Source: an optimization exercise on an open RTL-to-GDS flow (aim: small area, a short achievable clock period and few clock cycles per item). Production flows keep margins and buffers that such runs may drop. Function was checked by simulation only, so behaviour that the tests miss may differ from the original. Power figures rest on the tool's default switching activity, not on a simulated workload.

## paged_framebuffer_refresh_top
module paged_framebuffer_refresh_top (
   input  logic        clock,
   input  logic        reset,
   input  logic        start,
   output logic        busy,
   input  logic [1:0]  req_command,
   input  logic [7:0]  req_x_coord,
   input  logic [7:0]  req_y_coord,
   input  logic        req_pixel_on,
   input  logic [9:0]  req_byte_index,
   input  logic [7:0]  req_byte_value,
   output logic        rsp_strobe,
   output logic        rsp_pixel_value,
   output logic        rsp_bus_valid,
   output logic        rsp_bus_is_data,
   output logic [7:0]  rsp_bus_byte,
   output logic        rsp_frame_done
);
clock: 10.0 ns
lec_check: 0
cap_margin: 20
core_margin: 2
core_utilization: 50
cts_cluster_diameter: 150
cts_cluster_size: 20
setup_slack_margin: 5
slew_margin: 20
synth_memory_max_bits: 16384
run.sh (not shown) runs the stock make flow with config.mk's settings and CLKGATE_MAP_FILE= SYNTH_SCRIPT=/design/flow/synth_recipe.tcl, a recipe that flattens the netlist after the stock synthesis.
The first run did not get past global routing.
Testbench counts at the start, summed over its fixed seeds: cycles 42,134, items 41,952.
==> next run, changes <==
--- a/flow/config.mk
+++ b/flow/config.mk
@@ -9,3 +9,3 @@
 export CORE_MARGIN = 2
-export CORE_UTILIZATION = 50
+export CORE_UTILIZATION = 65
 export CTS_CLUSTER_DIAMETER = 150
- The new run never finished: it broke off in global routing
- synthesized area stays the same
- synthesized cell count stays the same

* * *

Another version of the RTL of paged_framebuffer_refresh_top (not shown whole).
Size: roughly 19,000 cells after synthesis, ~8,800 flip-flops, ~54 I/O pins.
clock: 10.0 ns
lec_check: 0
cap_margin: 20
core_margin: 2
core_utilization: 50
cts_cluster_diameter: 100
cts_cluster_size: 24
setup_slack_margin: 5
slew_margin: 20
synth_memory_max_bits: 16384
standard.sh (not shown) runs the stock make flow with config.mk's settings and CLKGATE_MAP_FILE= SYNTH_SCRIPT=/design/flow/synth_recipe.tcl, a recipe that flattens the netlist after the stock synthesis.
==> flow/flow/run.sh <==
#!/bin/bash
set -euo pipefail
W=$PWD
MARGIN=${MARGIN:-6.7}

bash standard.sh synth > synth.log 2>&1

make -C "$FLOW_HOME" DESIGN_CONFIG="$FLOW_CONFIG" WORK_HOME="$W/orfs" CLKGATE_MAP_FILE= \
   SYNTH_SCRIPT="$W/synth_recipe.tcl" SETUP_SLACK_MARGIN=$MARGIN finish > layout.log 2>&1

R=$W/orfs/results/$FLOW_PLATFORM/paged_framebuffer_refresh_top/base
: # left out here: write the final layout as DEF
The first run completed with no timing, DRC or antenna violations.
Testbench counts at the start, summed over its fixed seeds: cycles 42,267, items 41,952.
Rerun with:
--- a/flow/flow/run.sh
+++ b/flow/flow/run.sh
@@ -2,5 +2,5 @@
 set -euo pipefail
 W=$PWD
-MARGIN=${MARGIN:-6.7}
+MARGIN=${MARGIN:-6.5}
 
 bash standard.sh synth > synth.log 2>&1
After rerunning:
- non-clock buffer count falls by 190
- worst setup slack is worse by 0.057 ns
- core utilization falls by 0.74 points
- clock skew rises by 0.0073 ns
- synthesized cell count is unchanged
- register-to-register slack is worse by 0.11 ns
- first-iteration DRC count falls by 3.7%
- wire length falls by 1.1%
- clock-buffer cell count falls by 5
- total power falls by 0.46%

* * *

Another version of the RTL of paged_framebuffer_refresh_top (not shown whole).
Size: about 19,000 cells after synthesis, ~8,800 flip-flops, ~54 I/O pins.
Settings: LEC_CHECK=0, CAP_MARGIN=20, CORE_MARGIN=2, CORE_UTILIZATION=50, CTS_CLUSTER_DIAMETER=100, CTS_CLUSTER_SIZE=24, GPL_ROUTABILITY_DRIVEN=0, SETUP_SLACK_MARGIN=5, SLEW_MARGIN=20, SYNTH_MEMORY_MAX_BITS=16384; clock period 10.0 ns.
==> flow/flow/run.sh <==
#!/bin/bash
set -euo pipefail
W=$PWD
MARGIN=${MARGIN:-6.7}

bash standard.sh synth > synth.log 2>&1

make -C "$FLOW_HOME" DESIGN_CONFIG="$FLOW_CONFIG" WORK_HOME="$W/orfs" CLKGATE_MAP_FILE= \
   SYNTH_SCRIPT="$W/synth_recipe.tcl" SETUP_SLACK_MARGIN=$MARGIN finish > layout.log 2>&1

R=$W/orfs/results/$FLOW_PLATFORM/paged_framebuffer_refresh_top/base
: # left out here: write the final layout as DEF
The starting point went through all stages and came out clean.
Testbench counts at the start, summed over its fixed seeds: cycles 42,267, items 41,952.
Rerun with:
--- a/flow/flow/run.sh
+++ b/flow/flow/run.sh
@@ -4 +4 @@
-MARGIN=${MARGIN:-6.7}
+MARGIN=${MARGIN:-6.85}
--- a/flow/config.mk
+++ b/flow/config.mk
@@ -13 +12,0 @@
-export GPL_ROUTABILITY_DRIVEN = 0
Effect: Sequential share of layout area fell by 0.19 points. Flip-flop and latch count does not change. Critical path depth rose by 16. Worst setup slack degrades by 71 ps. Synthesized cell count does not change. Wire length hardly moves. Count of clock-buffer cells in the layout rose by 3.

==> port drivers added, routing unchanged <==
No port has a modelled driver above. Below, the same layouts with a new extraction and two added sets of constraints. Step 1 assumes that a clkbuf_16 drives the clock port and a buf_2 every other input. Step 2 adds t to the input delays and takes it off the output delays; t is the mean of the earliest and latest rising clock arrival at the registers after step 1. Input paths then give back, and output paths get back, about the clock's delay inside the block. a / b / c = ideal ports / drivers / drivers and shift; a / b = the first two.
run	t, ns	setup WS [ns]	hold WS [ns]	slew at the worst register clock pin (ns)	worst slew at a driven data input, ns
the first run of note 2	1.169	6.437 / 6.318 / 5.336	0.313 / 0.313 / 0.313	0.11 / 0.11	0.18
the second run of note 2	1.183	6.380 / 6.291 / 5.431	0.325 / 0.325 / 0.325	0.11 / 0.11	0.05
the first run of note 3	1.154	6.449 / 6.322 / 5.483	0.302 / 0.302 / 0.302	0.11 / 0.11	0.11
the second run of note 3	1.156	6.378 / 6.290 / 5.328	0.292 / 0.292 / 0.292	0.11 / 0.11	0.12
After both steps setup and hold are still met in every run listed. For the first run of note 2, which loses most, drivers alone change the setup slack by -0.119 ns; drivers and shift together by -1.101 ns.
